This design comes from an exercise in tuning for small area, a short achievable clock period and few clock cycles per item on the open sky130 flow, not from production work. Where RTL was checked, it was by simulation tests only, not by an equivalence proof against the original. Only the layout flow was run in runs 2 to 5; the RTL was not checked for function there. Power figures rest on the tool's default switching activity, not on a simulated workload.

**flow/design.v**
```verilog
`timescale 1ns / 1ps
`default_nettype none
package rprc_pkg;
  localparam int MAX_RING_BITS = 16;
  localparam int CFG_INDEX_W   = 3;
  localparam int CFG_DATA_W    = 64;
  typedef enum logic [CFG_INDEX_W-1:0] {
    REG_RING_SIZE_LOG2    = 3'd0,
    REG_MAX_MESSAGE_BYTES = 3'd1,
    REG_MESSAGES_TOTAL    = 3'd2,
    REG_BYTES_TOTAL       = 3'd3,
    REG_FAILED_TOTAL      = 3'd4
  } reg_index_t;
  localparam logic [4:0]  RESET_RING_SIZE_LOG2    = 5'd10;
  localparam logic [16:0] RESET_MAX_MESSAGE_BYTES = 17'd4096;
  typedef enum logic [1:0] {
    ACT_RESERVE  = 2'd0,
    ACT_COMMIT   = 2'd1,
    ACT_ROLLBACK = 2'd2,
    ACT_PUSH     = 2'd3
  } action_t;
  typedef enum logic [2:0] {
    ST_OK     = 3'd0,
    ST_SIZE   = 3'd1,
    ST_CLOSED = 3'd2,
    ST_FULL   = 3'd3,
    ST_BUSY   = 3'd4,
    ST_NORES  = 3'd5
  } status_t;
  typedef struct packed {
    action_t     action;
    logic [19:0] message_length;
    logic [15:0] consumer_read_index;
    logic        reader_attached;
  } rprc_in_t;
  typedef struct packed {
    status_t     status;
    logic [15:0] slot_number;
    logic        prefix_write;
    logic [16:0] prefix_value;
    logic [15:0] published_write_index;
    logic [15:0] free_slots;
    logic [63:0] messages_total;
    logic [63:0] bytes_total;
    logic [63:0] failed_total;
  } rprc_out_t;
  typedef struct packed {
    logic [4:0]  ring_size_log2;
    logic [16:0] max_message_bytes;
  } rprc_cfg_t;
endpackage
`default_nettype wire
`timescale 1ns / 1ps
`default_nettype none
import rprc_pkg::*;
module rprc_core (
  input  wire logic         clk,
  input  wire logic         rst,
  input  wire logic         in_valid,
  output logic              in_ready,
  input  wire logic [38:0]  in_data,
  output logic              out_valid,
  input  wire logic         out_ready,
  output logic [260:0]      out_data,
  input  wire logic         cfg_we,
  input  wire logic [rprc_pkg::CFG_INDEX_W-1:0] cfg_index,
  input  wire logic [rprc_pkg::CFG_DATA_W-1:0]  cfg_data
);
  logic [3:0]  e_m1;
  logic [16:0] max_len;
  logic [4:0]  cfg_l;
  logic [3:0]  cfg_e_m1;
  logic [15:0] mask;
  assign cfg_l    = cfg_data[4:0];
  assign cfg_e_m1 = (cfg_l == 5'd0) ? 4'd0 : (cfg_l[4] ? 4'd15 : 4'(cfg_l - 5'd1));
  always_ff @(posedge clk) begin
    if (rst) begin
      e_m1    <= 4'(RESET_RING_SIZE_LOG2 - 5'd1);
      max_len <= RESET_MAX_MESSAGE_BYTES;
    end else if (cfg_we) begin
      case (cfg_index)
        REG_RING_SIZE_LOG2:    e_m1    <= cfg_e_m1;
        REG_MAX_MESSAGE_BYTES: max_len <= cfg_data[16:0];
        default: ;
      endcase
    end
  end
  always_comb begin
    for (int i = 0; i < 16; i++) mask[i] = (i == 0) || (e_m1 >= 4'(i));
  end
  logic accept;
  assign in_ready = !rst && (!out_valid || out_ready);
  assign accept   = in_valid && in_ready;
  logic [15:0] wp;
  logic        hold;
  logic [15:0] held;
  logic [63:0] msgs, bytes, fails;
  logic [1:0]  act;
  logic [19:0] len;
  logic [15:0] rdi;
  logic        att;
  logic [15:0] wp1;
  logic        len_ok, full;
  logic [2:0]  status;
  logic        publish, fail, take_slot, slot_flag, hold_next;
  logic [15:0] free0, free1, free_new;
  assign act = in_data[38:37];
  assign len = in_data[36:17];
  assign rdi = in_data[16:1];
  assign att = in_data[0];
  assign wp1    = wp + 16'd1;
  assign len_ok = (len != 20'd0) && (len <= {3'b000, max_len});
  assign full   = ((wp1 ^ rdi) & mask) == 16'd0;
  always_comb begin
    status    = ST_OK;
    publish   = 1'b0;
    fail      = 1'b0;
    take_slot = 1'b0;
    slot_flag = 1'b0;
    hold_next = hold;
    case (act)
      ACT_RESERVE: begin
        if (!len_ok)          status = ST_SIZE;
        else if (hold)        status = ST_BUSY;
        else if (!att)        status = ST_CLOSED;
        else if (full)        status = ST_FULL;
        else begin
          take_slot = 1'b1;
          slot_flag = 1'b1;
          hold_next = 1'b1;
        end
      end
      ACT_COMMIT: begin
        if (!len_ok)          status = ST_SIZE;
        else if (!hold)       status = ST_NORES;
        else begin
          slot_flag = 1'b1;
          publish   = 1'b1;
          hold_next = 1'b0;
        end
      end
      ACT_ROLLBACK: begin
        hold_next = 1'b0;
      end
      default: begin
        if (!len_ok)          status = ST_SIZE;
        else if (!att)        begin status = ST_CLOSED; fail = 1'b1; end
        else if (hold || full) begin status = ST_FULL; fail = 1'b1; end
        else begin
          take_slot = 1'b1;
          slot_flag = 1'b1;
          publish   = 1'b1;
        end
      end
    endcase
  end
  assign free0    = (rdi + ~wp) & mask;
  assign free1    = (rdi + ~wp1) & mask;
  assign free_new = publish ? free1 : free0;
  logic ld_msgs, ld_bytes, ld_fails;
  assign ld_msgs  = cfg_we && (cfg_index == REG_MESSAGES_TOTAL);
  assign ld_bytes = cfg_we && (cfg_index == REG_BYTES_TOTAL);
  assign ld_fails = cfg_we && (cfg_index == REG_FAILED_TOTAL);
  logic inc_pub, inc_fail;
  assign inc_pub  = accept && publish;
  assign inc_fail = accept && fail;
  always_ff @(posedge clk) begin
    if (rst) begin
      wp   <= 16'd0;
      hold <= 1'b0;
    end else if (accept) begin
      if (publish) wp <= wp1;
      hold <= hold_next;
    end
  end
  always_ff @(posedge clk) begin
    if (accept && take_slot) held <= wp & mask;
  end
  always_ff @(posedge clk) begin
    if (rst)           msgs <= 64'd0;
    else if (ld_msgs)  msgs <= cfg_data;
    else               msgs <= msgs + 64'(inc_pub);
  end
  always_ff @(posedge clk) begin
    if (rst)           fails <= 64'd0;
    else if (ld_fails) fails <= cfg_data;
    else               fails <= fails + 64'(inc_fail);
  end
  always_ff @(posedge clk) begin
    if (rst)           bytes <= 64'd0;
    else if (ld_bytes) bytes <= cfg_data;
    else if (inc_pub)  bytes <= bytes + 64'(len[16:0]);
  end
  logic [2:0]  r_status;
  logic        r_slot;
  logic        r_pw;
  logic [16:0] r_len;
  logic [15:0] r_free;
  always_ff @(posedge clk) begin
    if (rst)         out_valid <= 1'b0;
    else if (accept) out_valid <= 1'b1;
    else if (out_ready) out_valid <= 1'b0;
  end
  always_ff @(posedge clk) begin
    if (accept) begin
      r_status <= status;
      r_slot   <= slot_flag;
      r_pw     <= publish;
      r_len    <= len[16:0];
      r_free   <= free_new;
    end
  end
  assign out_data = {r_status,
                     held & {16{r_slot}},
                     r_pw,
                     r_len & {17{r_pw}},
                     wp,
                     r_free,
                     msgs,
                     bytes,
                     fails};
endmodule
`default_nettype wire
`timescale 1ns / 1ps
`default_nettype none
import rprc_pkg::*;
module ring_producer_reserve_commit
#(
  parameter int INDEX_BITS = 16
) (
  input  wire logic                   clk,
  input  wire logic                   rst,
  input  wire logic                   in_valid,
  output logic                        in_ready,
  input  wire logic [38:0]            in_data,
  output logic                        out_valid,
  input  wire logic                   out_ready,
  output logic [260:0]                out_data,
  input  wire logic                   cfg_we,
  input  wire logic [rprc_pkg::CFG_INDEX_W-1:0] cfg_index,
  input  wire logic [rprc_pkg::CFG_DATA_W-1:0]  cfg_data
);
  rprc_core u_core (
    .clk       (clk),
    .rst       (rst),
    .in_valid  (in_valid),
    .in_ready  (in_ready),
    .in_data   (in_data),
    .out_valid (out_valid),
    .out_ready (out_ready),
    .out_data  (out_data),
    .cfg_we    (cfg_we),
    .cfg_index (cfg_index),
    .cfg_data  (cfg_data)
  );
endmodule
`default_nettype wire
```
**flow/run.sh**
```bash
#!/bin/bash
# synth_recipe.tcl (not shown) runs the flow's synth.tcl, then flattens the netlist and writes it again
# the make line also repeats each setting of config.mk as NAME=value (left out here)
make -C /OpenROAD-flow-scripts/flow DESIGN_CONFIG=/design/flow/config.mk WORK_HOME=/design/flow/orfs CLKGATE_MAP_FILE= SYNTH_SCRIPT=/design/flow/synth_recipe.tcl finish
```
**flow/config.mk**
```make
export PLATFORM = sky130hd
export DESIGN_NAME = ring_producer_reserve_commit
export DESIGN_NICKNAME = ring_producer_reserve_commit
export VERILOG_FILES = /design/flow/design.v
export SDC_FILE = /design/flow/constraint.sdc
export NUM_CORES = 4
export LEC_CHECK = 0
export CAP_MARGIN = 20
export CORE_MARGIN = 2
export CORE_UTILIZATION = 40
export SLEW_MARGIN = 20
```
**flow/constraint.sdc**
```tcl
create_clock -name core_clock -period 6.0 [get_ports {clk}]
set_input_delay 1.2000 -clock core_clock [delete_from_list [all_inputs] [get_ports {clk}]]
set_output_delay 1.2000 -clock core_clock [all_outputs]
set_load 0.01 [all_outputs]
```
==> results of run 1 <==
-- cell usage in the layout (no fill, tap or decap), types with 39 or more instances in the layout --
cell	count
xnor2_1	107
and2_1	46
nand4_1	48
a211oi_1	149
clkdlybuf4s50_1	372
nor2_1	304
o21ai_0	58
a21oi_1	79
edfxtp_1	54
xor2_1	99
dfxtp_1	231
nand3_1	73
ha_1	74
nand2_1	172
inv_1	69
buf_4	39
nor3_1	51
-- logic make-up after synthesis --
kind of cell / Yosys count / synth area share
buffers and inverters: 173 / 0.0413
muxes: 9 / 0.00539
xor gates and xnor gates: 206 / 0.108
and+or+nand+nor: 859 / 0.249
DFF: 285 / 0.374
adders and majority gates: 77 / 0.0590
AOI/OAI and AO/OA: 399 / 0.163
-- flip-flops by register name, summed over array words and instances, names as in the netlist, 16 cells and up --
register	count
u_core.bytes	64
u_core.fails	64
u_core.held	16
u_core.max_len	17
u_core.msgs	64
u_core.r_free	16
u_core.r_len	17
u_core.wp	16
-- layer usage --
| layer | vias to the layer above | part of all wire | global-route usage |
|---|---|---|---|
| met1 | 7674 | 0.44 | 0.361 |
| met5 | - | 0 | 0 |
| met2 | 536 | 0.45 | 0.440 |
| met4 | 0 | 0.035 | 0.106 |
| met3 | 109 | 0.078 | 0.0691 |
| li1 | 7864 | - | - |
-- path summary, 6_finish.rpt --
check	start	end	slack (ns)	cells past startpoint
max	u_core.wp[1]	u_core.fails[56]	0.45	25
min	u_core.max_len[11]	u_core.max_len[11]	0.46	2
max reg2reg	u_core.wp[1]	u_core.fails[56]	0.45	25
min reg2reg	u_core.max_len[11]	u_core.max_len[11]	0.46	2
-- power breakdown --
group          internal [mW]  switching (mW)
registers               2.01          0.0646
logic                  0.297           0.326
clock network           1.31           0.893
-- per-stage QoR --
step            util  std cells  setup WS [ns]  hold slack (ns)  area, sq um
2_1_floorplan      -       2008          0.745            0.436        16700
3_3_place_gp   0.513       2850          0.232            0.444        21000
3_5_place_dp   0.513       2850         0.0719            0.449        21000
4_1_cts        0.541       2914          0.190            0.457        22200
5_1_grt        0.543       2915        0.00671            0.480        22300
6_report       0.543       2915          0.445            0.455        22300
-- tightest hold or removal path: cells and delay by family, from the launching register on --
family | cells | cell delay (ns)
AOI/OAI and AO/OA | 1 | 0.05
DFF | 1 | 0.31
and+or+nand+nor | 1 | 0.05
-- area by class of cell --
type,count,area [sq um]
Multi-Input combinational cell,1550,9830
Clock inverter,10,123
Inverter,70,263
Fill cell,3874,18800
Clock buffer,54,1050
Tap cell,532,666
Timing Repair Buffer,414,4080
Sequential cell,285,6250
==> summary.md, run 1 <==
| Metric | Value |
|---|---|
| Post-synthesis to final-layout area growth | 33.3% |
| DRC | 0 |
| Number of buffers inserted during clock tree synthesis | 35 |
| CTS H-Tree Depth | 2 |
| Vias in the first global route | roughly 16000 |
| Largest vdd supply drop | roughly 0.00016 V |
| Most frequent cell after synthesis | nor2_1 |
| Total number of vias | 16200 |
| CTS tree | yes |
| Worst Tran Pin Value | 1.03 ns |
| Detail-routed net length per standard cell | around 21 microns |
| Dominant cell type by area after synthesis | dfxtp_1 |
| Buffer and inverter count on the worst path | 1 |
| Minimum clock period after layout | 5.55 ns |
| Fmax | approximately 0.18 GHz |
| Largest net degree at the start of global routing | 194 |
| Initial drt markers | 1137 |
| Site row count | 74 |
| Most frequent cells after synthesis | nor2_1 (308), dfxtp_1 (231), nand2_1 (173) |
| Core Footprint | ~40000 sq um |
| Family with the most delay on the worst path | simple AND/OR/NAND/NOR gates |
| Synthesized instance count | approximately 2000 |
| Top cell type's share of synthesized area | 0.277 |
| Kind of capture point of the worst setup path | flip-flop |
| NumNets Final | roughly 2500 |
| Critical Path RT | 6.45 ns |
| Area contributors post-synth | dfxtp_1 (28%), edfxtp_1 (9.7%), nor2_1 (6.9%), a211oi_1 (6.7%), xnor2_1 (5.6%) |
| Skew-Pair Late Insertion Delay | ~0.56 ns |
| Power density cells | between 200 and 250 nW/um^2 |
| Quantity of I/O buffers inserted on ports | 373 |
| Startpoint type of the worst setup path | flip-flop |
| Die width | approximately 210 microns |
| Arrival time of the worst setup path | 6.01 ns |
| Library cell appearing most often on the critical path | ha_1 |
| EDFF count, synth | 54 |
| Area enclosed by the die boundary | 43400 sq um |
| Final Hold Violating Endpoints | 0 |
| Total design power | 4.90 mW |
| Proportion of register bits with asynchronous set or reset after synthesis | 0 |
| ANT cells | 0 |
| Leftover overflow at the end of global routing | 0 |
| Setup TNS | 0 ns |
| Normalized max-slew margin | 0.316 |
| Number of buffers between clock root and the deepest sink | 3 |
| Outcome | no timing/DRC/antenna violations |
| Vias per Instance | 5.55 |
| Fraction of final layout cells sized beyond drive strength 1 | 0.0554 |
| CP Max Fanout | 14 |
| Post-CTS setup repair buffer count | 0 |
| FF+latch count, synth | 285 |
| Worst setup skew after layout | roughly 0.023 ns |
| Num Clock Sinks | 285 |
| Clock transition time at the flip-flop clock pins of the worst setup and hold paths | 0.06 ns |
| Syn_nets | 2196 |
| Slowest cell delay on critical path | 0.45 ns |
| Detail Route Antenna Nets | 0 |
| Max-capacitance violation count | 0 |
| Post-cts sizing count | 0 |
| Wirelength, routed | 61.4 mm |
| Hold Crit Class | reg -> reg |
| Initial Util | 0.407 |
| Worst setup path category | reg -> reg |
| Number of antenna violations at the first check in global routing | 0 |
| Static leakage | 7.69 nW |
| Top-level port count | 374 |
| Vertical die dimension | 208 microns |
| Max Transition Viols Final | 0 |
| Routability congestion estimate | 0.892 |
| Global-route wire length before repair | 94.3 mm |
| Number of endpoints failing setup at the final stage | 0 |
| Setup repair after global routing missed its margin | false |
| Cell area after synthesis | 16700 sq um |
| Slowest stage cell on the critical path | dfxtp_1 |
| Clock tree root buffer cell | clkbuf_16 |
| Most used DFF post-synth | dfxtp_1 |
| Router iterations before antenna repair | 5 |
| Global router's overall resource usage | 0.277 |
| Cts hold-fix bufs | 0 |
| Number of warning messages in the yosys log | 1 |
| Avg Cell Area, Syn | 8.32 sq um |
| Post-route clock period utilization | 0.926 |
| Number of unique standard cell types used by synthesis | 73 |
| HPWL after detailed placement | 46.2 mm |
| Sequential fraction of the synthesis area | 0.374 |
Testbench counts, summed over its fixed seeds: cycles 24,008, items 24,000.
==> run 2, diff against run 1 <==
--- a/flow/design.v
+++ b/flow/design.v
@@ -108,7 +108,10 @@
   assign len = in_data[36:17];
   assign rdi = in_data[16:1];
   assign att = in_data[0];
-  assign wp1    = wp + 16'd1;
+  always_comb begin
+    wp1[0] = ~wp[0];
+    for (int i = 1; i < 16; i++) wp1[i] = wp[i] ^ (&(wp | (16'hFFFF << i)));
+  end
   assign len_ok = (len != 20'd0) && (len <= {3'b000, max_len});
   assign full   = ((wp1 ^ rdi) & mask) == 16'd0;
   always_comb begin
@@ -157,13 +160,35 @@
   assign free0    = (rdi + ~wp) & mask;
   assign free1    = (rdi + ~wp1) & mask;
   assign free_new = publish ? free1 : free0;
+  logic [63:0] cfg_z;
   logic ld_msgs, ld_bytes, ld_fails;
-  assign ld_msgs  = cfg_we && (cfg_index == REG_MESSAGES_TOTAL);
-  assign ld_bytes = cfg_we && (cfg_index == REG_BYTES_TOTAL);
-  assign ld_fails = cfg_we && (cfg_index == REG_FAILED_TOTAL);
+  assign cfg_z    = rst ? 64'd0 : cfg_data;
+  assign ld_msgs  = rst || (cfg_we && (cfg_index == REG_MESSAGES_TOTAL));
+  assign ld_bytes = rst || (cfg_we && (cfg_index == REG_BYTES_TOTAL));
+  assign ld_fails = rst || (cfg_we && (cfg_index == REG_FAILED_TOTAL));
   logic inc_pub, inc_fail;
   assign inc_pub  = accept && publish;
   assign inc_fail = accept && fail;
+  logic [63:0] msgs_ones, fails_ones;
+  logic [46:0] bytes_ones;
+  logic [17:0] bytes_lo;
+  logic [63:0] msgs_next, fails_next, bytes_next;
+  always_comb begin
+    msgs_ones[0]  = 1'b1;
+    fails_ones[0] = 1'b1;
+    for (int i = 1; i < 64; i++) begin
+      msgs_ones[i]  = &(msgs  | (64'hFFFF_FFFF_FFFF_FFFF << i));
+      fails_ones[i] = &(fails | (64'hFFFF_FFFF_FFFF_FFFF << i));
+    end
+    bytes_ones[0] = 1'b1;
+    for (int i = 1; i < 47; i++)
+      bytes_ones[i] = &(bytes[63:17] | (47'h7FFF_FFFF_FFFF << i));
+  end
+  assign bytes_lo   = {1'b0, bytes[16:0]} + {1'b0, len[16:0]};
+  assign msgs_next  = msgs  ^ (msgs_ones  & {64{inc_pub}});
+  assign fails_next = fails ^ (fails_ones & {64{inc_fail}});
+  assign bytes_next = {bytes[63:17] ^ (bytes_ones & {47{inc_pub && bytes_lo[17]}}),
+                       inc_pub ? bytes_lo[16:0] : bytes[16:0]};
   always_ff @(posedge clk) begin
     if (rst) begin
       wp   <= 16'd0;
@@ -177,19 +202,9 @@
     if (accept && take_slot) held <= wp & mask;
   end
   always_ff @(posedge clk) begin
-    if (rst)           msgs <= 64'd0;
-    else if (ld_msgs)  msgs <= cfg_data;
-    else               msgs <= msgs + 64'(inc_pub);
-  end
-  always_ff @(posedge clk) begin
-    if (rst)           fails <= 64'd0;
-    else if (ld_fails) fails <= cfg_data;
-    else               fails <= fails + 64'(inc_fail);
-  end
-  always_ff @(posedge clk) begin
-    if (rst)           bytes <= 64'd0;
-    else if (ld_bytes) bytes <= cfg_data;
-    else if (inc_pub)  bytes <= bytes + 64'(len[16:0]);
+    msgs  <= ld_msgs  ? cfg_z : msgs_next;
+    bytes <= ld_bytes ? cfg_z : bytes_next;
+    fails <= ld_fails ? cfg_z : fails_next;
   end
   logic [2:0]  r_status;
   logic        r_slot;
==> flow/flow/run.sh (new file) <==
#!/bin/bash
# Standard layout, but the port buffers that global placement inserts on
# every input and output are the smallest buffer (buf_1) instead of the
# clkdlybuf4s50_1 the resizer picks by default.
set -euo pipefail
bash standard.sh finish BUFFER_PORTS_ARGS="-buffer_cell sky130_fd_sc_hd__buf_1" > flow_make.log 2>&1
==> flow/standard.sh (new file) <==
#!/bin/bash
# synth_recipe.tcl (not shown) runs the flow's synth.tcl, then flattens the netlist and writes it again
# the make line also repeats each setting of config.mk as NAME=value (left out here)
make -C /OpenROAD-flow-scripts/flow DESIGN_CONFIG=/design/flow/config.mk WORK_HOME=/design/flow/orfs CLKGATE_MAP_FILE= SYNTH_SCRIPT=/design/flow/synth_recipe.tcl "${@:-finish}"
removed: flow/run.sh
==> summary.md, run 2 <==
| Metric | Value |
|---|---|
| Outcome | no timing/DRC/antenna violations (unchanged) |
| Die width | 209 microns (was 208 microns) |
| Synthesized instance count | 2010 (was 2008) |
| Top cell type's share of synthesized area | 0.254 (was 0.277) |
| Arrival time of the worst setup path | 5.86 ns (was 6.01 ns) |
| Most used DFF post-synth | dfxtp_1 (unchanged) |
| Biggest regs | u_core.bytes (64), u_core.fails (64), u_core.msgs (64) (unchanged) |
| Proportion of register bits with asynchronous set or reset after synthesis | 0 (unchanged) |
| Router iterations before antenna repair | 7 (was 5) |
| Min setup slack post-route | 0.437 ns (was 0.445 ns) |
| Power density cells | 243 nW/um^2 (was 220 nW/um^2) |
| Post-CTS setup repair buffer count | 0 (unchanged) |
| CTS H-Tree Depth | 2 (unchanged) |
| Vias in the first global route | 15100 (was 15800) |
| Highest routed layer | met4 (unchanged) |
| Site row count | 75 (was 74) |
| Normalized max-slew margin | 0.346 (was 0.316) |
| Max Transition Viols Final | 0 (unchanged) |
| Largest net degree at the start of global routing | 172 (was 194) |
| CTS tree | yes (unchanged) |
| Leading cell type in the layout, fill and taps excluded | buf_1 (was clkdlybuf4s50_1) |
| Met3 wire len | 4.13 mm (was 4.76 mm) |
| Worst Tran Pin Value | 0.977 ns (was 1.03 ns) |
| Number of unique standard cell types used by synthesis | 70 (was 73) |
| Critical Path RT | 6.30 ns (was 6.45 ns) |
| Most frequent cell after synthesis | nor2_1 (unchanged) |
| Number of antenna violations at the first check in global routing | 0 (unchanged) |
| Worst slack at placement | 0.465 ns (was 0.0719 ns) |
| Global router's overall resource usage | 0.257 (was 0.277) |
| Slowest stage cell on the critical path | nor2_1 (was dfxtp_1) |
| Post-cts sizing count | 0 (unchanged) |
| Family with the most delay on the worst path | simple AND/OR/NAND/NOR gates (unchanged) |
| Fmax | 0.180 GHz (about the same) |
| Initial drt markers | 917 (was 1137) |
| Hold Crit Depth | 2 (unchanged) |
| Dominant cell type by area after synthesis | dfxtp_1 (unchanged) |
| EDFF count, synth | 71 (was 54) |
| Worst setup skew after layout | 0.0337 ns (was 0.0231 ns) |
| Fraction of final layout cells sized beyond drive strength 1 | 0.0440 (was 0.0554) |
| Initial Util | 0.403 (was 0.407) |
| Buffer and inverter count on the worst path | 1 (unchanged) |
| R2R Setup Slk | 0.44 ns (was 0.45 ns) |
| Max-capacitance violation count | 0 (unchanged) |
| Met2 wire length | 27.1 mm (was 27.7 mm) |
| HPWL after detailed placement | 42.7 mm (was 46.2 mm) |
| Worst reg2reg path endpoint | u_core.r_free[15] (was u_core.fails[56]) |
| Core Footprint | 41800 sq um (was 41000 sq um) |
| Logic depth of the worst register-to-register path | 17 (was 25) |
| Slowest cell delay on critical path | 0.76 ns (was 0.45 ns) |
| Number of warning messages in the yosys log | 1 (unchanged) |
| Number of buffers between clock root and the deepest sink | 3 (unchanged) |
| Clock tree root buffer cell | clkbuf_16 (unchanged) |
| Global-route wire length before repair | 88.3 mm (was 94.3 mm) |
| Top-level port count | 374 (unchanged) |
| Hold Path Origin | u_core.max_len[11] (unchanged) |
| Skew-Pair Late Insertion Delay | 0.54 ns (was 0.56 ns) |
| FF+latch count, synth | 285 (unchanged) |
| Fillers | 4157 (was 3874) |
| Final Hold Violating Endpoints | 0 (unchanged) |
| Number of endpoints failing setup at the final stage | 0 (unchanged) |
| Sequential fraction of the synthesis area | 0.381 (was 0.374) |
| Post-route worst hold slack | 0.456 ns (was 0.455 ns) |
| Area contributors post-synth | dfxtp_1 (25%), edfxtp_1 (13%), a211oi_1 (7.0%), ha_1 (5.6%), nor2_1 (5.6%) (was dfxtp_1 (28%), edfxtp_1 (9.7%), nor2_1 (6.9%), a211oi_1 (6.7%), xnor2_1 (5.6%)) |
| Vertical die dimension | 209 microns (was 208 microns) |
| Detail Route Antenna Nets | 0 (unchanged) |
| Kind of capture point of the worst setup path | flip-flop (unchanged) |
| Utilization after layout | 0.474 (was 0.543) |
| Cts hold-fix bufs | 0 (unchanged) |
| Post-synthesis to final-layout area growth | 17.6% (was 33.3%) |
| NumNets Final | 2527 (was 2544) |
| Destination of the worst hold path | u_core.max_len[11] (unchanged) |
| Routability congestion estimate | 0.871 (was 0.892) |
| Area enclosed by the die boundary | 43700 sq um (was 43400 sq um) |
| Syn_nets | 2200 (was 2196) |
| Leftover overflow at the end of global routing | 0 (unchanged) |
| Worst setup path category | reg -> reg (unchanged) |
| Most frequent cells after synthesis | nor2_1 (250), dfxtp_1 (214), nand2_1 (208) (was nor2_1 (308), dfxtp_1 (231), nand2_1 (173)) |
| Number of buffers inserted during clock tree synthesis | 34 (was 35) |
| CP Max Fanout | 20 (was 14) |
| Clock transition time at the flip-flop clock pins of the worst setup and hold paths | 0.06 ns (about the same) |
| Library cell appearing most often on the critical path | nand3_1 (was ha_1) |
| Vias per Instance | 5.52 (was 5.55) |
| Wirelength, routed | 57.6 mm (was 61.4 mm) |
| Post-route clock period utilization | 0.927 (was 0.926) |
| Post-route met1 wirelength | 25.0 mm (was 26.8 mm) |
| Total number of vias | 16000 (was 16200) |
| Largest vdd supply drop | 0.000143 V (was 0.000159 V) |
| Hold Crit Class | reg -> reg (unchanged) |
| Startpoint type of the worst setup path | flip-flop (unchanged) |
| Avg Cell Area, Syn | 8.37 sq um (was 8.32 sq um) |
| Cell chain of the critical path | ha_1 > nand3_1 > nor3_1 > nand3_1 > nor2_1 > nand4_1 > xnor2_1 > ha_1 > o221a_2 > o221ai_1 > o21a_1 > nor2_1 > or2_2 > inv_1 > o211ai_1 > nand3_1 > and3b_1 |
| Num Clock Sinks | 285 (unchanged) |
| Detail-routed net length per standard cell | 19.8 microns (was 21.1 microns) |
| Top library cells by usage in the layout, fill and taps aside | buf_1 (372), nor2_1 (249), dfxtp_1 (214), nand2_1 (208), a211oi_1 (157) (was clkdlybuf4s50_1 (372), nor2_1 (304), dfxtp_1 (231), nand2_1 (172), a211oi_1 (149)) |
| Setup TNS | 0 ns (unchanged) |
| Setup repair after global routing missed its margin | false (unchanged) |
| DRC | 0 (unchanged) |
| Minimum clock period after layout | 5.56 ns (was 5.55 ns) |
| ANT cells | 0 (unchanged) |
| Static leakage | 6.75 nW (was 7.69 nW) |
| Quantity of I/O buffers inserted on ports | 373 (unchanged) |
| R2R Path Start | u_core.wp[1] (unchanged) |
| Cell area after synthesis | 16800 sq um (was 16700 sq um) |
-- run 2: layer usage --
| metal | GRT usage | up-vias |
|---|---|---|
| met4 | 0.0771 | 0 |
| li1 | - | 7835 |
| met3 | 0.0636 | 69 |
| met1 | 0.330 | 7642 |
| met5 | 0 | - |
| met2 | 0.428 | 467 |
-- run 2: worst max path at each step --
stage               slack (ns)         start           endpoint  depth (start not counted)
CTS                       0.46  u_core.wp[1]  u_core.r_free[15]                         17
detailed placement        0.47  u_core.wp[1]  u_core.r_free[15]                         17
finish                    0.44  u_core.wp[1]  u_core.r_free[15]                         17
floorplan                 1.47  u_core.wp[1]     u_core.held[0]                         15
global placement          0.57  u_core.wp[1]  u_core.r_free[15]                         17
global route             0.005  u_core.wp[1]  u_core.r_free[15]                         17
-- run 2: area by class of cell --
type | instances | area, sq um | share of cell area
timing repair buffer | 395 | 1600 | 0.0807
sequential | 285 | 6420 | 0.324
tap | 539 | 674 | 0.0341
clock inverter | 7 | 37.5 | 0.00190
multi-input combinational | 1536 | 9740 | 0.492
clock buffer | 53 | 1010 | 0.0510
inverter | 85 | 319 | 0.0161
-- run 2: metrics by stage --
step,power (mW),area [sq um],std cells
after floorplan,2.59,16800,2010
after global placement,2.83,18700,2839
after detailed placement,2.84,18700,2839
after CTS,4.85,19800,2899
after global routing,5.00,19800,2900
final,4.81,19800,2900
-- run 2: cells by family (layout without fill, tap and decap cells) --
kind of cell / after synthesis / count (layout) / synth area share
AND/OR/NAND/NOR: 861 / 861 / 0.252
buffers and inverters: 189 / 540 / 0.0427
adder cells (fa/ha/maj): 79 / 79 / 0.0601
AO/OA/AOI/OAI: 394 / 394 / 0.158
flip-flops: 285 / 285 / 0.381
XOR/XNOR: 195 / 195 / 0.101
multiplexers: 7 / 7 / 0.00416
-- run 2: where the power goes --
part / switching, mW / internal (mW)
sequential: 0.0747 / 2.05
combinational: 0.422 / 0.255
clock: 0.847 / 1.16
-- run 2: worst register-to-register path: cells and delay by family, from the launching register on --
kind                     cells  cell delay, ns
buffers and inverters        1            0.42
AND/OR/NAND/NOR              9            2.85
XOR/XNOR                     1            0.17
AO/OA/AOI/OAI                4            0.89
flip-flops                   1            0.41
adder cells (fa/ha/maj)      2            0.59
==> run 3, diff against run 2 <==
--- a/flow/config.mk
+++ b/flow/config.mk
@@ -7,5 +7,7 @@
 export LEC_CHECK = 0
 export CAP_MARGIN = 20
 export CORE_MARGIN = 2
-export CORE_UTILIZATION = 40
+export CORE_UTILIZATION = 65
+export CTS_BUF_LIST = sky130_fd_sc_hd__clkbuf_4 sky130_fd_sc_hd__clkbuf_8
+export CTS_CLUSTER_SIZE = 24
 export SLEW_MARGIN = 20
==> summary.md, run 3 <==
| Metric | Value |
|---|---|
| Minimum clock period after layout | 5.27 ns (was 5.56 ns) |
| Worst setup path category | reg -> reg (unchanged) |
| FF+latch count, synth | 285 (unchanged) |
| Setup TNS | 0 ns (unchanged) |
| Post-route clock period utilization | 0.878 (was 0.927) |
| Skew-Pair Late Insertion Delay | 0.58 ns (was 0.54 ns) |
| Cell area after synthesis | 16800 sq um (unchanged) |
| Routability congestion estimate | 0.976 (was 0.871) |
| Site row count | 58 (was 75) |
| Post-Synth Adder-Cell Area | 0.0601 (unchanged) |
| Global router's overall resource usage | 0.371 (was 0.257) |
| Largest net degree at the start of global routing | 98 (was 172) |
| R2R Path Start | u_core.wp[1] (unchanged) |
| Initial Util | 0.665 (was 0.403) |
| Detail Route Antenna Nets | 0 (unchanged) |
| Post-synthesis to final-layout area growth | 15.8% (was 17.6%) |
| Logic depth of the worst register-to-register path | 18 (was 17) |
| Biggest regs | u_core.bytes (64), u_core.fails (64), u_core.msgs (64) (unchanged) |
| Buffer and inverter count on the worst path | 2 (was 1) |
| Most frequent cells after synthesis | nor2_1 (250), dfxtp_1 (214), nand2_1 (208) (unchanged) |
| Critical Path RT | 6.30 ns (about the same) |
| DRC | 0 (unchanged) |
| Most used DFF post-synth | dfxtp_1 (unchanged) |
| CTS H-Tree Depth | 2 (unchanged) |
| Internal | 3.42 mW (was 3.47 mW) |
| Hold Crit Class | reg -> reg (unchanged) |
| Area contributors post-synth | dfxtp_1 (25%), edfxtp_1 (13%), a211oi_1 (7.0%), ha_1 (5.6%), nor2_1 (5.6%) (unchanged) |
| Mux contribution to synthesized area | 0.00416 (unchanged) |
| Number of endpoints failing setup at the final stage | 0 (unchanged) |
| Share of the synthesized area in compound gates (AO/OA/AOI/OAI) | 0.158 (unchanged) |
| Clock transition time at the flip-flop clock pins of the worst setup and hold paths | 0.06 ns (about the same) |
| Fraction of final layout cells sized beyond drive strength 1 | 0.0562 (was 0.0440) |
| Synthesized-area fraction occupied by and/or/nand/nor cells | 0.252 (unchanged) |
| Logic gate share of total power | 0.142 (was 0.141) |
| Number of buffers between clock root and the deepest sink | 3 (unchanged) |
| Setup repair after global routing missed its margin | false (unchanged) |
| Family with the most delay on the worst path | simple AND/OR/NAND/NOR gates (unchanged) |
| EDFF count, synth | 71 (unchanged) |
| Largest vdd supply drop | 0.000235 V (was 0.000143 V) |
| Wirelength, routed | 52.0 mm (was 57.6 mm) |
| Number of warning messages in the yosys log | 1 (unchanged) |
| Slowest stage cell on the critical path | or2_2 (was nor2_1) |
| Router iterations before antenna repair | 5 (was 7) |
| Fillers | 1908 (was 4157) |
| Post-cts sizing count | 0 (unchanged) |
| Total number of vias | 16600 (was 16000) |
| Arrival time of the worst setup path | 5.57 ns (was 5.86 ns) |
| Proportion of register bits with asynchronous set or reset after synthesis | 0 (unchanged) |
| Final Hold Violating Endpoints | 0 (unchanged) |
| Most frequent cell after synthesis | nor2_1 (unchanged) |
| Worst Tran Pin Value | 1.05 ns (was 0.977 ns) |
| Max Transition Viols Final | 0 (unchanged) |
| Power density cells | 243 nW/um^2 (about the same) |
| Cts hold-fix bufs | 0 (unchanged) |
| Dominant cell type by area after synthesis | dfxtp_1 (unchanged) |
| Sequential cell area | 6420 sq um (unchanged) |
| CP Max Fanout | 20 (unchanged) |
| Quantity of I/O buffers inserted on ports | 373 (unchanged) |
| Hold Crit Depth | 2 (unchanged) |
| R2R Setup Slk | 0.73 ns (was 0.44 ns) |
| Hold Path Origin | u_core.max_len[1] (was u_core.max_len[11]) |
| Synthesized instance count | 2010 (unchanged) |
| HPWL after detailed placement | 37.9 mm (was 42.7 mm) |
| Vias in the first global route | 15400 (was 15100) |
| Cell chain of the critical path | ha_1 > nand3_1 > nor3_1 > nand3_1 > nor2_1 > nand2_1 > xnor2_1 > ha_1 > and3_1 > a311o_1 > o211ai_1 > o21a_1 > nor2_1 > or2_2 > inv_1 > buf_4 > nor3_1 > a2111oi_0 (was ha_1 > nand3_1 > nor3_1 > nand3_1 > nor2_1 > nand4_1 > xnor2_1 > ha_1 > o221a_2 > o221ai_1 > o21a_1 > nor2_1 > or2_2 > inv_1 > o211ai_1 > nand3_1 > and3b_1) |
| Area enclosed by the die boundary | 27200 sq um (was 43700 sq um) |
| Startpoint type of the worst setup path | flip-flop (unchanged) |
| Beginning of the critical path | u_core.wp[1] (unchanged) |
| Share of total power consumed by net switching | 0.278 (was 0.279) |
| Core Footprint | 25300 sq um (was 41800 sq um) |
| Die width | 165 microns (was 209 microns) |
| Outcome | no timing/DRC/antenna violations (unchanged) |
| Worst path depth | 18 (was 17) |
| Vertical die dimension | 165 microns (was 209 microns) |
| Register share of total power | 0.449 (was 0.442) |
| Slowest cell delay on critical path | 0.55 ns (was 0.76 ns) |
| Detail-routed net length per standard cell | 19.1 microns (was 19.8 microns) |
| Sequential fraction of the synthesis area | 0.381 (unchanged) |
| Global-route wire length before repair | 80.4 mm (was 88.3 mm) |
| Leading cell type in the layout, fill and taps excluded | buf_1 (unchanged) |
| Num Clock Sinks | 285 (unchanged) |
| Post-route worst hold slack | 0.453 ns (was 0.456 ns) |
| Static leakage | 6.76 nW (was 6.75 nW) |
| Avg Cell Area, Syn | 8.37 sq um (unchanged) |
| Total area of multi-input combinational cells | 9740 sq um (about the same) |
| Top-level port count | 374 (unchanged) |
| Clock tree root buffer cell | clkbuf_8 (was clkbuf_16) |
| Leftover overflow at the end of global routing | 0 (unchanged) |
| Kind of capture point of the worst setup path | flip-flop (unchanged) |
| Fmax | 0.190 GHz (was 0.180 GHz) |
| Number of antenna violations at the first check in global routing | 4 (was 0) |
| Top library cells by usage in the layout, fill and taps aside | buf_1 (372), nor2_1 (249), dfxtp_1 (214), nand2_1 (208), a211oi_1 (157) (unchanged) |
| Top cell type's share of synthesized area | 0.254 (unchanged) |
| Number of unique standard cell types used by synthesis | 70 (unchanged) |
| Worst setup skew after layout | 0.0273 ns (was 0.0337 ns) |
| Area share of xor/xnor cells in the synthesized design | 0.101 (unchanged) |
| Normalized max-slew margin | 0.299 (was 0.346) |
| Number of buffers inserted during clock tree synthesis | 48 (was 34) |
| Initial drt markers | 1461 (was 917) |
| Max-capacitance violation count | 0 (unchanged) |
| Vias per Instance | 6.12 (was 5.52) |
| Syn_nets | 2200 (unchanged) |
| Clock network fraction of total power | 0.409 (was 0.417) |
| Post-CTS setup repair buffer count | 0 (unchanged) |
| CTS tree | yes (unchanged) |
| NumNets Final | 2536 (was 2527) |
| Main combinational cell family by area after synthesis | simple AND/OR/NAND/NOR gates (unchanged) |
| Net load switching power | 1.32 mW (was 1.34 mW) |
## run 3: cell counts after synthesis
No cell type changed its count.
## run 3: final timing paths
check	end
worst max-delay path	u_core.r_free[11]
worst min-delay path	u_core.max_len[1]
worst max register to register	u_core.r_free[11]
worst min register to register	u_core.max_len[1]
## run 3: power by group through the flow
| stage | clock [mW] | sequential (mW) | combinational (mW) |
|---|---|---|---|
| after floorplan | 0 | 2.18 | 0.409 |
| after global placement | 0 | 2.16 | 0.642 |
| after detailed placement | 0 | 2.17 | 0.651 |
| after CTS | 1.95 | 2.13 | 0.659 |
| after global routing | 2.03 | 2.14 | 0.732 |
| final | 1.94 | 2.13 | 0.670 |
## run 3: metrics by stage
stage / util / area, sq um / worst slack, ns / power [mW] / instances
2_1_floorplan: - / 16800 / 1.47 / 2.59 / 2010
3_3_place_gp: 0.727 / 18400 / 1.13 / 2.80 / 2625
3_5_place_dp: 0.727 / 18400 / 0.887 / 2.82 / 2625
4_1_cts: 0.769 / 19500 / 0.855 / 4.73 / 2714
5_1_grt: 0.769 / 19500 / 0.375 / 4.90 / 2715
6_report: 0.770 / 19500 / 0.734 / 4.73 / 2718
## run 3: cell families after synthesis
family | after synthesis
muxes | 7
AOI/OAI and AO/OA | 394
adders and majority gates | 79
DFF | 285
and+or+nand+nor | 861
xor gates and xnor gates | 195
buffers and inverters | 189
## run 3: area by class of cell
| class | instances | area share |
|---|---|---|
| well taps | 330 | 0.0212 |
| diodes | 3 | 0.000385 |
| clock buffers | 69 | 0.0449 |
| inverters | 85 | 0.0164 |
| clock inverters | 20 | 0.0101 |
| multi-input cells | 1536 | 0.500 |
| flip-flops and latches | 285 | 0.329 |
| repair buffers | 390 | 0.0784 |
## run 3: layer usage
| metal | global-route usage | routed length [microns] | vias to the layer above |
|---|---|---|---|
| li1 | - | - | 7866 |
| met1 | 0.466 | 20400 | 7812 |
| met3 | 0.0939 | 5150 | 151 |
| met2 | 0.607 | 24100 | 811 |
| met5 | 0 | 13 | - |
| met4 | 0.157 | 2280 | 2 |
## run 3: tightest hold or removal path, cell delays in order (launching register included)
cell     delay (ns)
dfxtp_1        0.31
nand2_1        0.05
a21oi_1        0.05
==> run 4, diff against run 3 <==
--- a/flow/config.mk
+++ b/flow/config.mk
@@ -10,4 +10,5 @@
 export CORE_UTILIZATION = 65
 export CTS_BUF_LIST = sky130_fd_sc_hd__clkbuf_4 sky130_fd_sc_hd__clkbuf_8
 export CTS_CLUSTER_SIZE = 24
+export SETUP_SLACK_MARGIN = 2.5
 export SLEW_MARGIN = 20
==> summary.md, run 4 <==
| Metric | Value |
|---|---|
| Outcome | no timing/DRC/antenna violations (unchanged) |
| Largest net degree at the start of global routing | 104 (was 98) |
| Max Transition Viols Final | 0 (unchanged) |
| Max-capacitance violation count | 0 (unchanged) |
| Leading cell type in the layout, fill and taps excluded | buf_1 (unchanged) |
| Leftover overflow at the end of global routing | 0 (unchanged) |
| Utilization after layout | 0.886 (was 0.770) |
| Post-route clock period utilization | 0.705 (was 0.878) |
| Top-level port count | 374 (unchanged) |
| Post-synthesis to final-layout area growth | 33.4% (was 15.8%) |
| Site row count | 58 (unchanged) |
| Sequential fraction of the synthesis area | 0.381 (unchanged) |
| Initial drt markers | 2617 (was 1461) |
| Normalized max-slew margin | 0.147 (was 0.299) |
| Kind of capture point of the worst setup path | flip-flop (unchanged) |
| Global router's overall resource usage | 0.427 (was 0.371) |
| Synthesized-area fraction occupied by and/or/nand/nor cells | 0.252 (unchanged) |
| Vias in the first global route | 17100 (was 15400) |
| Fillers | 1204 (was 1908) |
| Wirelength, routed | 67.3 mm (was 52.0 mm) |
| Fraction of final layout cells sized beyond drive strength 1 | 0.194 (was 0.0562) |
| Initial Util | 0.665 (unchanged) |
| Routability congestion estimate | 0.957 (was 0.976) |
| HPWL after detailed placement | 39.3 mm (was 37.9 mm) |
| Setup TNS | 0 ns (unchanged) |
| Critical Path RT | 6.44 ns (was 6.30 ns) |
| Synthesized instance count | 2010 (unchanged) |
| Final Hold Violating Endpoints | 0 (unchanged) |
| Proportion of register bits with asynchronous set or reset after synthesis | 0 (unchanged) |
| Largest vdd supply drop | 0.000238 V (was 0.000235 V) |
| Vias per Instance | 6.70 (was 6.12) |
| Main combinational cell family by area after synthesis | simple AND/OR/NAND/NOR gates (unchanged) |
| Clock transition time at the flip-flop clock pins of the worst setup and hold paths | 0.07 ns (was 0.06 ns) |
| Syn_nets | 2200 (unchanged) |
| Top library cells by usage in the layout, fill and taps aside | buf_1 (364), nor2_1 (236), dfxtp_1 (208), nand2_1 (189), a211oi_1 (129) (was buf_1 (372), nor2_1 (249), dfxtp_1 (214), nand2_1 (208), a211oi_1 (157)) |
| CTS H-Tree Depth | 2 (unchanged) |
| Hold Crit Class | reg -> reg (unchanged) |
| NumNets Final | 2674 (was 2536) |
| Share of the synthesized area in compound gates (AO/OA/AOI/OAI) | 0.158 (unchanged) |
| Minimum clock period after layout | 4.23 ns (was 5.27 ns) |
| Power density cells | 210 nW/um^2 (was 243 nW/um^2) |
| Min setup slack post-route | 1.77 ns (was 0.734 ns) |
| Core Footprint | 25300 sq um (unchanged) |
| Worst setup skew after layout | 0.0209 ns (was 0.0273 ns) |
| Most used DFF post-synth | dfxtp_1 (unchanged) |
| Number of warning messages in the yosys log | 1 (unchanged) |
| Global-route wire length before repair | 91.7 mm (was 80.4 mm) |
| Most frequent cell after synthesis | nor2_1 (unchanged) |
| Mux contribution to synthesized area | 0.00416 (unchanged) |
| CTS tree | yes (unchanged) |
| Static leakage | 8.31 nW (was 6.76 nW) |
| Vertical die dimension | 165 microns (unchanged) |
| FF+latch count, synth | 285 (unchanged) |
| CP Max Fanout | 4 (was 20) |
| Startpoint type of the worst setup path | flip-flop (unchanged) |
| Cts hold-fix bufs | 0 (unchanged) |
| Area enclosed by the die boundary | 27200 sq um (unchanged) |
| Number of endpoints failing setup at the final stage | 0 (unchanged) |
| Router iterations before antenna repair | 7 (was 5) |
| Die width | 165 microns (unchanged) |
| Cell area after synthesis | 16800 sq um (unchanged) |
| Number of unique standard cell types used by synthesis | 70 (unchanged) |
| Detail Route Antenna Nets | 0 (unchanged) |
| Clock tree root buffer cell | clkbuf_8 (unchanged) |
| Worst Tran Pin Value | 1.28 ns (was 1.05 ns) |
| Number of buffers inserted during clock tree synthesis | 47 (was 48) |
| Quantity of I/O buffers inserted on ports | 373 (unchanged) |
| Skew-Pair Late Insertion Delay | 0.58 ns (about the same) |
| Post-Synth Adder-Cell Area | 0.0601 (unchanged) |
| Worst setup path category | reg -> reg (unchanged) |
| Arrival time of the worst setup path | 4.67 ns (was 5.57 ns) |
| Number of buffers between clock root and the deepest sink | 3 (unchanged) |
| Avg Cell Area, Syn | 8.37 sq um (unchanged) |
| DRC | 0 (unchanged) |
| Most frequent cells after synthesis | nor2_1 (250), dfxtp_1 (214), nand2_1 (208) (unchanged) |
| EDFF count, synth | 71 (unchanged) |
| Number of antenna violations at the first check in global routing | 1 (was 4) |
| Dominant cell type by area after synthesis | dfxtp_1 (unchanged) |
| Biggest regs | u_core.bytes (64), u_core.fails (64), u_core.msgs (64) (unchanged) |
| Area contributors post-synth | dfxtp_1 (25%), edfxtp_1 (13%), a211oi_1 (7.0%), ha_1 (5.6%), nor2_1 (5.6%) (unchanged) |
| Total number of vias | 19100 (was 16600) |
| Setup repair after global routing missed its margin | true (was false) |
| Worst slack at placement | 1.13 ns (was 0.887 ns) |
| Top cell type's share of synthesized area | 0.254 (unchanged) |
| Area share of xor/xnor cells in the synthesized design | 0.101 (unchanged) |
| Fmax | 0.236 GHz (was 0.190 GHz) |
| Detail-routed net length per standard cell | 23.6 microns (was 19.1 microns) |
| Num Clock Sinks | 285 (unchanged) |
run 4: cell counts after synthesis:
No cell type changed its count.
run 4: area by class of cell:
type / count / area, sq um / share of cell area
flip-flops and latches: 285 / 6430 / 0.286
clock inverters: 20 / 97.6 / 0.00435
repair buffers: 524 / 2940 / 0.131
inverters: 85 / 327 / 0.0145
well taps: 330 / 413 / 0.0184
diodes: 2 / 5.00 / 0.000223
multi-input cells: 1541 / 11400 / 0.507
clock buffers: 67 / 853 / 0.0380
run 4: report_power, final:
group / total (mW) / internal [mW] / switching (mW)
combinational: 0.801 / 0.300 / 0.501
sequential: 2.14 / 2.05 / 0.0861
clock: 1.77 / 0.923 / 0.849
run 4: cell families (layout without fill, tap and decap cells):
logic type      count (synthesis)  in the layout
other cells                     0              2
fa+ha+maj                      79             79
flops                         285            285
simple gates                  861            866
mux                             7              7
xor+xnor                      195            195
compound gates                394            394
buf+inv                       189            696
run 4: through the flow:
step	cells	hold slack [ns]	power (mW)	cell area, sq um
CTS	2819	0.459	4.59	21500
global route	2852	0.474	4.83	22400
finish	2854	0.459	4.71	22500
floorplan	2010	0.436	2.60	17600
global placement	2620	0.443	2.83	19000
detailed placement	2620	0.450	2.84	19000
run 4: metal layers:
layer | global-route usage | routed length [microns]
met3 | 0.109 | 8520
met1 | 0.520 | 22900
met5 | 0 | 11
met4 | 0.221 | 4940
met2 | 0.699 | 31000
run 4: path summary, 6_finish.rpt:
kind / slack (ns) / end / cells past startpoint / startpoint
max: 1.77 / u_core.fails[14] / 20 / u_core.wp[0]
min: 0.46 / u_core.max_len[1] / 2 / u_core.max_len[1]
max reg2reg: 1.77 / u_core.fails[14] / 20 / u_core.wp[0]
min reg2reg: 0.46 / u_core.max_len[1] / 2 / u_core.max_len[1]
run 4: critical path: stages, from the launching register on:
cell and delay (ns):
dfxtp_4 0.36, ha_4 0.15, nand3_4 0.11, nor3_4 0.16
buf_4 0.14, ha_2 0.22, xnor2_2 0.10, ha_4 0.30
or3b_4 0.38, o311ai_1 0.10, o211ai_1 0.18, buf_4 0.19
a211oi_4 0.22, buf_6 0.16, o31ai_4 0.09, buf_6 0.18
buf_16 0.14, nor4_4 0.22, nand3_1 0.16, xor2_1 0.18
a211oi_1 0.37
run 4: repair_timing:
action / in CTS / in global routing
gates cloned: 7 / 3
gates resized for setup: 134 / 152
endpoints found under the setup margin: 244 / 246
pin swaps: 96 / 119
setup buffers: 105 / 29
==> run 5, diff against run 4 <==
--- a/flow/config.mk
+++ b/flow/config.mk
@@ -5,6 +5,7 @@
 export SDC_FILE = /design/flow/constraint.sdc
 export NUM_CORES = 4
 export LEC_CHECK = 0
+export ABC_CLOCK_PERIOD_IN_PS = 3000
 export CAP_MARGIN = 20
 export CORE_MARGIN = 2
 export CORE_UTILIZATION = 65
==> summary.md, run 5 <==
| Metric | Value |
|---|---|
| Cell area after synthesis | 16800 sq um (unchanged) |
| Wirelength, routed | 67.3 mm (unchanged) |
| Post-route clock period utilization | 0.705 (unchanged) |
| Core Footprint | 25300 sq um (unchanged) |
| Power density cells | 210 nW/um^2 (unchanged) |
| Total number of vias | 19100 (unchanged) |
| Critical Path RT | 6.44 ns (about the same) |
| Vias per Instance | 6.70 (unchanged) |
| Detail-routed net length per standard cell | 23.6 microns (unchanged) |
| Number of antenna violations at the first check in global routing | 1 (unchanged) |
| Routability congestion estimate | 0.957 (unchanged) |
| Slowest stage cell on the critical path | or3b_4 (unchanged) |
| Number of buffers inserted during clock tree synthesis | 47 (unchanged) |
| Startpoint type of the worst setup path | flip-flop (unchanged) |
| NumNets Final | 2674 (unchanged) |
| Vertical die dimension | 165 microns (unchanged) |
| Max Transition Viols Final | 0 (unchanged) |
| Slowest cell delay on critical path | 0.38 ns (about the same) |
| Detail Route Antenna Nets | 0 (unchanged) |
| CTS H-Tree Depth | 2 (unchanged) |
| Setup repair after global routing missed its margin | true (unchanged) |
| Number of endpoints failing setup at the final stage | 0 (unchanged) |
| Hold Crit Depth | 2 (unchanged) |
| HPWL after detailed placement | 39.3 mm (unchanged) |
| Leading cell type in the layout, fill and taps excluded | buf_1 (unchanged) |
| Arrival time of the worst setup path | 4.67 ns (about the same) |
| Hold Crit Class | reg -> reg (unchanged) |
| Vias in the first global route | 17100 (unchanged) |
| Fraction of final layout cells sized beyond drive strength 1 | 0.194 (unchanged) |
| Most frequent cell after synthesis | nor2_1 (unchanged) |
| Worst slack at placement | 1.13 ns (unchanged) |
| Avg Cell Area, Syn | 8.37 sq um (unchanged) |
| Proportion of register bits with asynchronous set or reset after synthesis | 0 (unchanged) |
| Worst setup path category | reg -> reg (unchanged) |
| Num Clock Sinks | 285 (unchanged) |
| Global router's overall resource usage | 0.427 (unchanged) |
| Min setup slack post-route | 1.77 ns (unchanged) |
| Sequential fraction of the synthesis area | 0.381 (unchanged) |
| Cell chain of the critical path | ha_4 > nand3_4 > nor3_4 > buf_4 > ha_2 > xnor2_2 > ha_4 > or3b_4 > o311ai_1 > o211ai_1 > buf_4 > a211oi_4 > buf_6 > o31ai_4 > buf_6 > buf_16 > nor4_4 > nand3_1 > xor2_1 > a211oi_1 (unchanged) |
| Number of buffers between clock root and the deepest sink | 3 (unchanged) |
| Normalized max-slew margin | 0.147 (unchanged) |
| Router iterations before antenna repair | 7 (unchanged) |
| Number of warning messages in the yosys log | 1 (unchanged) |
| Final Hold Violating Endpoints | 0 (unchanged) |
| Leftover overflow at the end of global routing | 0 (unchanged) |
| Minimum clock period after layout | 4.23 ns (unchanged) |
| Worst setup skew after layout | 0.0209 ns (unchanged) |
| Top cell type's share of synthesized area | 0.254 (unchanged) |
| Top library cells by usage in the layout, fill and taps aside | buf_1 (364), nor2_1 (236), dfxtp_1 (208), nand2_1 (189), a211oi_1 (129) (unchanged) |
| Clock tree root buffer cell | clkbuf_8 (unchanged) |
| CTS tree | yes (unchanged) |
| Fmax | 0.236 GHz (unchanged) |
| DRC | 0 (unchanged) |
| Logic depth of the worst register-to-register path | 20 (unchanged) |
| Die width | 165 microns (unchanged) |
| Clock transition time at the flip-flop clock pins of the worst setup and hold paths | 0.07 ns (about the same) |
| Biggest regs | u_core.bytes (64), u_core.fails (64), u_core.msgs (64) (unchanged) |
| Area contributors post-synth | dfxtp_1 (25%), edfxtp_1 (13%), a211oi_1 (7.0%), ha_1 (5.6%), nor2_1 (5.6%) (unchanged) |
| Most frequent cells after synthesis | nor2_1 (250), dfxtp_1 (214), nand2_1 (208) (unchanged) |
| Worst path depth | 20 (unchanged) |
| EDFF count, synth | 71 (unchanged) |
| Static leakage | 8.31 nW (unchanged) |
| Max-capacitance violation count | 0 (unchanged) |
| Quantity of I/O buffers inserted on ports | 373 (unchanged) |
| Initial Util | 0.665 (unchanged) |
| Largest vdd supply drop | 0.000238 V (unchanged) |
| Most used DFF post-synth | dfxtp_1 (unchanged) |
| Number of unique standard cell types used by synthesis | 70 (unchanged) |
| Dominant cell type by area after synthesis | dfxtp_1 (unchanged) |
| FF+latch count, synth | 285 (unchanged) |
| Family with the most delay on the worst path | simple AND/OR/NAND/NOR gates (unchanged) |
| Skew-Pair Late Insertion Delay | 0.58 ns (about the same) |
| Setup TNS | 0 ns (unchanged) |
| CP Max Fanout | 4 (unchanged) |
| Global-route wire length before repair | 91.7 mm (unchanged) |
| Outcome | no timing/DRC/antenna violations (unchanged) |
| Buffer and inverter count on the worst path | 5 (unchanged) |
| Area enclosed by the die boundary | 27200 sq um (unchanged) |
| Site row count | 58 (unchanged) |
| Post-route worst hold slack | 0.459 ns (unchanged) |
| Post-synthesis to final-layout area growth | 33.4% (unchanged) |
| Largest net degree at the start of global routing | 104 (unchanged) |
| Kind of capture point of the worst setup path | flip-flop (unchanged) |
| Top-level port count | 374 (unchanged) |
| Syn_nets | 2200 (unchanged) |
| Initial drt markers | 2617 (unchanged) |
| Worst Tran Pin Value | 1.28 ns (unchanged) |
| Synthesized instance count | 2010 (unchanged) |
-- run 5: cell counts after synthesis --
Identical to the previous run, type by type.
-- run 5: layer usage --
metal,routed length [microns],track usage,vias to the layer above,share of wire
li1,-,-,8137,-
met1,22900,0.520,8953,0.34
met2,31000,0.699,1587,0.46
met3,8520,0.109,452,0.13
met4,4940,0.221,2,0.073
met5,11,0,-,0.00016
-- run 5: cells by family after synthesis --
logic type,after synthesis,synth area share
AOI/OAI and AO/OA,394,0.158
xor gates and xnor gates,195,0.101
adders and majority gates,79,0.0601
buffers and inverters,189,0.0427
DFF,285,0.381
muxes,7,0.00416
and+or+nand+nor,861,0.252
-- run 5: through the flow --
| step | total power, mW | instance area, sq um | utilization | std cells |
|---|---|---|---|---|
| final | 4.71 | 22500 | 0.886 | 2854 |
| after CTS | 4.59 | 21500 | 0.847 | 2819 |
| after detailed placement | 2.84 | 19000 | 0.750 | 2620 |
| after floorplan | 2.60 | 17600 | - | 2010 |
| after global placement | 2.83 | 19000 | 0.750 | 2620 |
| after global routing | 4.83 | 22400 | 0.886 | 2852 |
-- run 5: worst register-to-register path, delay by kind of cell, from the launching register on --
family | cells | cell delay (ns)
flops | 1 | 0.36
xor+xnor | 2 | 0.28
compound gates | 5 | 0.96
fa+ha+maj | 3 | 0.67
buf+inv | 5 | 0.81
simple gates | 5 | 1.03
-- run 5: worst paths after layout --
kind	startpoint	endpoint	slack (ns)
setup / recovery	u_core.wp[0]	u_core.fails[14]	1.77
hold / removal	u_core.max_len[1]	u_core.max_len[1]	0.46
setup reg to reg	u_core.wp[0]	u_core.fails[14]	1.77
hold reg to reg	u_core.max_len[1]	u_core.max_len[1]	0.46
-- run 5: final cells by class --
cell class                      instances  area [sq um]
Multi-Input combinational cell       1541         11400
Sequential cell                       285          6430
Timing Repair Buffer                  524          2940
Fill cell                            1204          2880
Clock buffer                           67           853
Tap cell                              330           413
Inverter                               85           327
Clock inverter                         20          97.6
Antenna cell                            2          5.00
-- run 5: power breakdown --
part	leakage [nW]	internal [mW]	switching, mW	total (mW)
logic	5.37	0.300	0.501	0.801
clock network	0.517	0.923	0.849	1.77
registers	2.42	2.05	0.0861	2.14
total	8.31	3.27	1.44	4.71
-- run 5: what timing repair did --
item,in CTS,in global routing
pin swaps,96,119
setup buffers,105,29
endpoints found under the setup margin,244,246
hold buffers,0,0
resized for setup,134,152
gates cloned,7,3
hold endpoints to repair,0,0
==> run 6, diff against run 5 <==
--- a/flow/design.v
+++ b/flow/design.v
@@ -92,6 +92,7 @@
   assign in_ready = !rst && (!out_valid || out_ready);
   assign accept   = in_valid && in_ready;
   logic [15:0] wp;
+  logic [15:0] wp1;        
   logic        hold;
   logic [15:0] held;
   logic [63:0] msgs, bytes, fails;
@@ -99,7 +100,6 @@
   logic [19:0] len;
   logic [15:0] rdi;
   logic        att;
-  logic [15:0] wp1;
   logic        len_ok, full;
   logic [2:0]  status;
   logic        publish, fail, take_slot, slot_flag, hold_next;
@@ -108,10 +108,6 @@
   assign len = in_data[36:17];
   assign rdi = in_data[16:1];
   assign att = in_data[0];
-  always_comb begin
-    wp1[0] = ~wp[0];
-    for (int i = 1; i < 16; i++) wp1[i] = wp[i] ^ (&(wp | (16'hFFFF << i)));
-  end
   assign len_ok = (len != 20'd0) && (len <= {3'b000, max_len});
   assign full   = ((wp1 ^ rdi) & mask) == 16'd0;
   always_comb begin
@@ -192,9 +188,13 @@
   always_ff @(posedge clk) begin
     if (rst) begin
       wp   <= 16'd0;
+      wp1  <= 16'd1;
       hold <= 1'b0;
     end else if (accept) begin
-      if (publish) wp <= wp1;
+      if (publish) begin
+        wp  <= wp1;
+        wp1 <= wp1 + 16'd1;
+      end
       hold <= hold_next;
     end
   end
--- a/flow/config.mk
+++ b/flow/config.mk
@@ -5,7 +5,6 @@
 export SDC_FILE = /design/flow/constraint.sdc
 export NUM_CORES = 4
 export LEC_CHECK = 0
-export ABC_CLOCK_PERIOD_IN_PS = 3000
 export CAP_MARGIN = 20
 export CORE_MARGIN = 2
 export CORE_UTILIZATION = 65
==> summary.md, run 6 <==
| Metric | Value |
|---|---|
| Avg Cell Area, Syn | 8.33 sq um (was 8.37 sq um) |
| NumNets Final | 2712 (was 2674) |
| Hold Crit Depth | 2 (unchanged) |
| CP Max Fanout | 14 (was 4) |
| Clock tree root buffer cell | clkbuf_8 (unchanged) |
| Num Clock Sinks | 301 (was 285) |
| Clock network fraction of total power | 0.386 (was 0.376) |
| Clock transition time at the flip-flop clock pins of the worst setup and hold paths | 0.06 ns (was 0.07 ns) |
| Post-synthesis to final-layout area growth | 28.2% (was 33.4%) |
| Hold Crit Class | reg -> reg (unchanged) |
| CTS H-Tree Depth | 2 (unchanged) |
| Share of the synthesized area in compound gates (AO/OA/AOI/OAI) | 0.158 (about the same) |
| Area contributors post-synth | dfxtp_1 (26%), edfxtp_1 (12%), a211oi_1 (7.0%), nor2_1 (5.5%), ha_1 (5.2%) (was dfxtp_1 (25%), edfxtp_1 (13%), a211oi_1 (7.0%), ha_1 (5.6%), nor2_1 (5.6%)) |
| Sequential cell area | 6740 sq um (was 6430 sq um) |
| Top-level port count | 374 (unchanged) |
| Number of endpoints failing setup at the final stage | 0 (unchanged) |
| Logic depth of the worst register-to-register path | 11 (was 20) |
| Number of unique standard cell types used by synthesis | 73 (was 70) |
| Setup repair after global routing missed its margin | true (unchanged) |
| Number of buffers between clock root and the deepest sink | 3 (unchanged) |
| FF+latch count, synth | 301 (was 285) |
| Quantity of I/O buffers inserted on ports | 373 (unchanged) |
| CTS tree | yes (unchanged) |
| Static leakage | 8.02 nW (was 8.31 nW) |
| Dominant cell type by area after synthesis | dfxtp_1 (unchanged) |
| Arrival time of the worst setup path | 4.20 ns (was 4.67 ns) |
| Total number of vias | 18500 (was 19100) |
| Met3 Use GR | 0.0827 (was 0.109) |
| Worst setup path category | in -> reg (was reg -> reg) |
| Main combinational cell family by area after synthesis | simple AND/OR/NAND/NOR gates (unchanged) |
| Startpoint type of the worst setup path | input port (was flip-flop) |
| Leading cell type in the layout, fill and taps excluded | buf_1 (unchanged) |
| Synthesized-area fraction occupied by and/or/nand/nor cells | 0.253 (was 0.252) |
| Top library cells by usage in the layout, fill and taps aside | buf_1 (357), nor2_1 (245), dfxtp_1 (229), nand2_1 (225), a211oi_1 (154) (was buf_1 (364), nor2_1 (236), dfxtp_1 (208), nand2_1 (189), a211oi_1 (129)) |
| Sequential fraction of the synthesis area | 0.384 (was 0.381) |
| Vias in the first global route | 16800 (was 17100) |
| Kind of capture point of the worst setup path | flip-flop (unchanged) |
| Max-capacitance violation count | 0 (unchanged) |
| Site row count | 60 (was 58) |
| Detail Route Antenna Nets | 0 (unchanged) |
| EDFF count, synth | 71 (unchanged) |
| Internal | 3.56 mW (was 3.27 mW) |
| Outcome | no timing/DRC/antenna violations (unchanged) |
| Net load switching power | 1.41 mW (was 1.44 mW) |
| Normalized max-slew margin | 0.128 (was 0.147) |
| Synthesized instance count | 2105 (was 2010) |
| Area enclosed by the die boundary | 28300 sq um (was 27200 sq um) |
| Global router's overall resource usage | 0.384 (was 0.427) |
| Proportion of register bits with asynchronous set or reset after synthesis | 0 (unchanged) |
| Register share of total power | 0.452 (was 0.454) |
| Largest vdd supply drop | 0.000204 V (was 0.000238 V) |
| Destination of the worst hold path | u_core.max_len[4] (was u_core.max_len[1]) |
| Initial Util | 0.656 (was 0.665) |
| Hold Path Origin | u_core.max_len[4] (was u_core.max_len[1]) |
| Most Used Layer, Global Route | met2 (unchanged) |
| Number of buffers inserted during clock tree synthesis | 49 (was 47) |
| Power density cells | 221 nW/um^2 (was 210 nW/um^2) |
| Logic gate share of total power | 0.162 (was 0.170) |
| DRC | 0 (unchanged) |
| Grt met1 use | 0.470 (was 0.520) |
| Worst Tran Pin Value | 1.30 ns (was 1.28 ns) |
| Leftover overflow at the end of global routing | 0 (unchanged) |
| Most used DFF post-synth | dfxtp_1 (unchanged) |
| R2R Path Start | u_core.e_m1[2] (was u_core.wp[0]) |
| Post-Synth Adder-Cell Area | 0.0555 (was 0.0601) |
| Finished layout cell area | 22500 sq um (about the same) |
| Biggest regs | u_core.bytes (64), u_core.fails (64), u_core.msgs (64) (unchanged) |
| Mux contribution to synthesized area | 0.00228 (was 0.00416) |
| Max Transition Viols Final | 0 (unchanged) |
| Cell area after synthesis | 17500 sq um (was 16800 sq um) |
| Setup TNS | 0 ns (unchanged) |
| Vertical die dimension | 168 microns (was 165 microns) |
| Largest net degree at the start of global routing | 92 (was 104) |
| Syn_nets | 2292 (was 2200) |
| Area post-placement | 19600 sq um (was 19000 sq um) |
| Number of warning messages in the yosys log | 1 (unchanged) |
| Worst reg2reg path endpoint | u_core.bytes[61] (was u_core.fails[14]) |
| Most frequent cell after synthesis | nor2_1 (unchanged) |
| Routability congestion estimate | 0.956 (was 0.957) |
| Total area of multi-input combinational cells | 11300 sq um (was 11400 sq um) |
| Minimum clock period after layout | 3.73 ns (was 4.23 ns) |
| Most frequent cells after synthesis | nor2_1 (255), nand2_1 (234), dfxtp_1 (230) (was nor2_1 (250), dfxtp_1 (214), nand2_1 (208)) |
| Skew-Pair Late Insertion Delay | 0.60 ns (was 0.58 ns) |
| Die width | 168 microns (was 165 microns) |
| Initial drt markers | 2080 (was 2617) |
| Critical Path RT | 6.47 ns (was 6.44 ns) |
| Fraction of final layout cells sized beyond drive strength 1 | 0.152 (was 0.194) |
| Top cell type's share of synthesized area | 0.263 (was 0.254) |
| Vias per Instance | 6.35 (was 6.70) |
| Fillers | 1676 (was 1204) |
| Detail-routed net length per standard cell | 20.7 microns (was 23.6 microns) |
| Router iterations before antenna repair | 6 (was 7) |
| Fmax | 0.268 GHz (was 0.236 GHz) |
| Wirelength, routed | 60.3 mm (was 67.3 mm) |
| HPWL after detailed placement | 39.0 mm (was 39.3 mm) |
| Share of total power consumed by net switching | 0.283 (was 0.305) |
| Global-route wire length before repair | 87.9 mm (was 91.7 mm) |
| Area share of xor/xnor cells in the synthesized design | 0.0989 (was 0.101) |
| GRT met2 Usage | 0.634 (was 0.699) |
| Number of antenna violations at the first check in global routing | 5 (was 1) |
| Core Footprint | 26700 sq um (was 25300 sq um) |
| Worst setup skew after layout | 0.0374 ns (was 0.0209 ns) |
| Post-route clock period utilization | 0.621 (was 0.705) |
| R2R Setup Slk | 2.46 ns (was 1.77 ns) |
| Final Hold Violating Endpoints | 0 (unchanged) |
## run 6: worst max-delay path, cell delays in order
cell and delay [ns]:
buf_1 0.09, inv_1 0.09, ha_1 0.27, nor2b_1 0.24, nand2_1 0.67, a2111oi_4 0.51, buf_4 0.18, buf_12 0.10
nand4_1 0.13, or3_1 0.43, a311oi_1 0.29
## run 6: cell type report
cell class                      count  area share
Multi-Input combinational cell   1591       0.501
Sequential cell                   301       0.300
Timing Repair Buffer              478       0.115
Clock buffer                       83      0.0442
Tap cell                          341      0.0190
Inverter                          102      0.0174
Clock inverter                      6     0.00256
Timing Repair inverter              2    0.000557
Antenna cell                        3    0.000334
## run 6: cells by family (layout without fill, tap and decap cells)
kind of cell / count (synthesis) / after routing
AOI/OAI and AO/OA: 406 / 408
buffers and inverters: 216 / 671
and+or+nand+nor: 904 / 905
xor gates and xnor gates: 198 / 198
muxes: 4 / 4
other: 0 / 3
DFF: 301 / 301
adders and majority gates: 76 / 76
## run 6: through the flow
| stage | instances | total power [mW] | hold WS [ns] | util | setup slack (ns) |
|---|---|---|---|---|---|
| after global routing | 2905 | 5.11 | 0.479 | 0.840 | 2.25 |
| after floorplan | 2105 | 2.71 | 0.436 | - | 1.86 |
| after detailed placement | 2718 | 2.95 | 0.448 | 0.735 | 1.21 |
| after global placement | 2718 | 2.92 | 0.438 | 0.735 | 1.34 |
| final | 2907 | 4.97 | 0.456 | 0.841 | 2.27 |
| after CTS | 2861 | 4.85 | 0.456 | 0.808 | 2.41 |
## run 6: how the worst max path moves through the flow
stage / slack, ns / to / start
2_1_floorplan: 1.86 / u_core.fails[24] / rst
3_3_place_gp: 1.34 / u_core.msgs[51] / in_data[33]
3_5_place_dp: 1.21 / u_core.msgs[51] / in_data[33]
4_1_cts: 2.41 / u_core.fails[50] / in_data[33]
5_1_grt: 2.25 / u_core.bytes[61] / in_data[38]
6_report: 2.27 / u_core.bytes[61] / in_data[38]
## run 6: layer usage
metal  up-vias  routed length, microns  share of wire
li1       8338                       -              -
met1      8625                   22500           0.37
met2      1180                   28200           0.47
met3       309                    6040           0.10
met4         4                    3500          0.058
met5         -                      27        0.00045
## run 6: timing repair
action,in CTS,in global routing
gates cloned,7,2
pin swaps,24,73
hold buffers,0,0
hold endpoints to repair,0,0
buffers inserted,47,41
endpoints found under the setup margin,218,179
resized for setup,63,97
## run 6: power by group through the flow
stage | combinational (mW) | clock (mW) | sequential (mW)
2_1_floorplan | 0.421 | 0 | 2.29
3_3_place_gp | 0.650 | 0 | 2.28
3_5_place_dp | 0.667 | 0 | 2.28
4_1_cts | 0.703 | 1.91 | 2.24
5_1_grt | 0.859 | 2.00 | 2.25
6_report | 0.804 | 1.92 | 2.25
Testbench counts of run 6, summed over its fixed seeds: cycles 24,008, items 24,000.
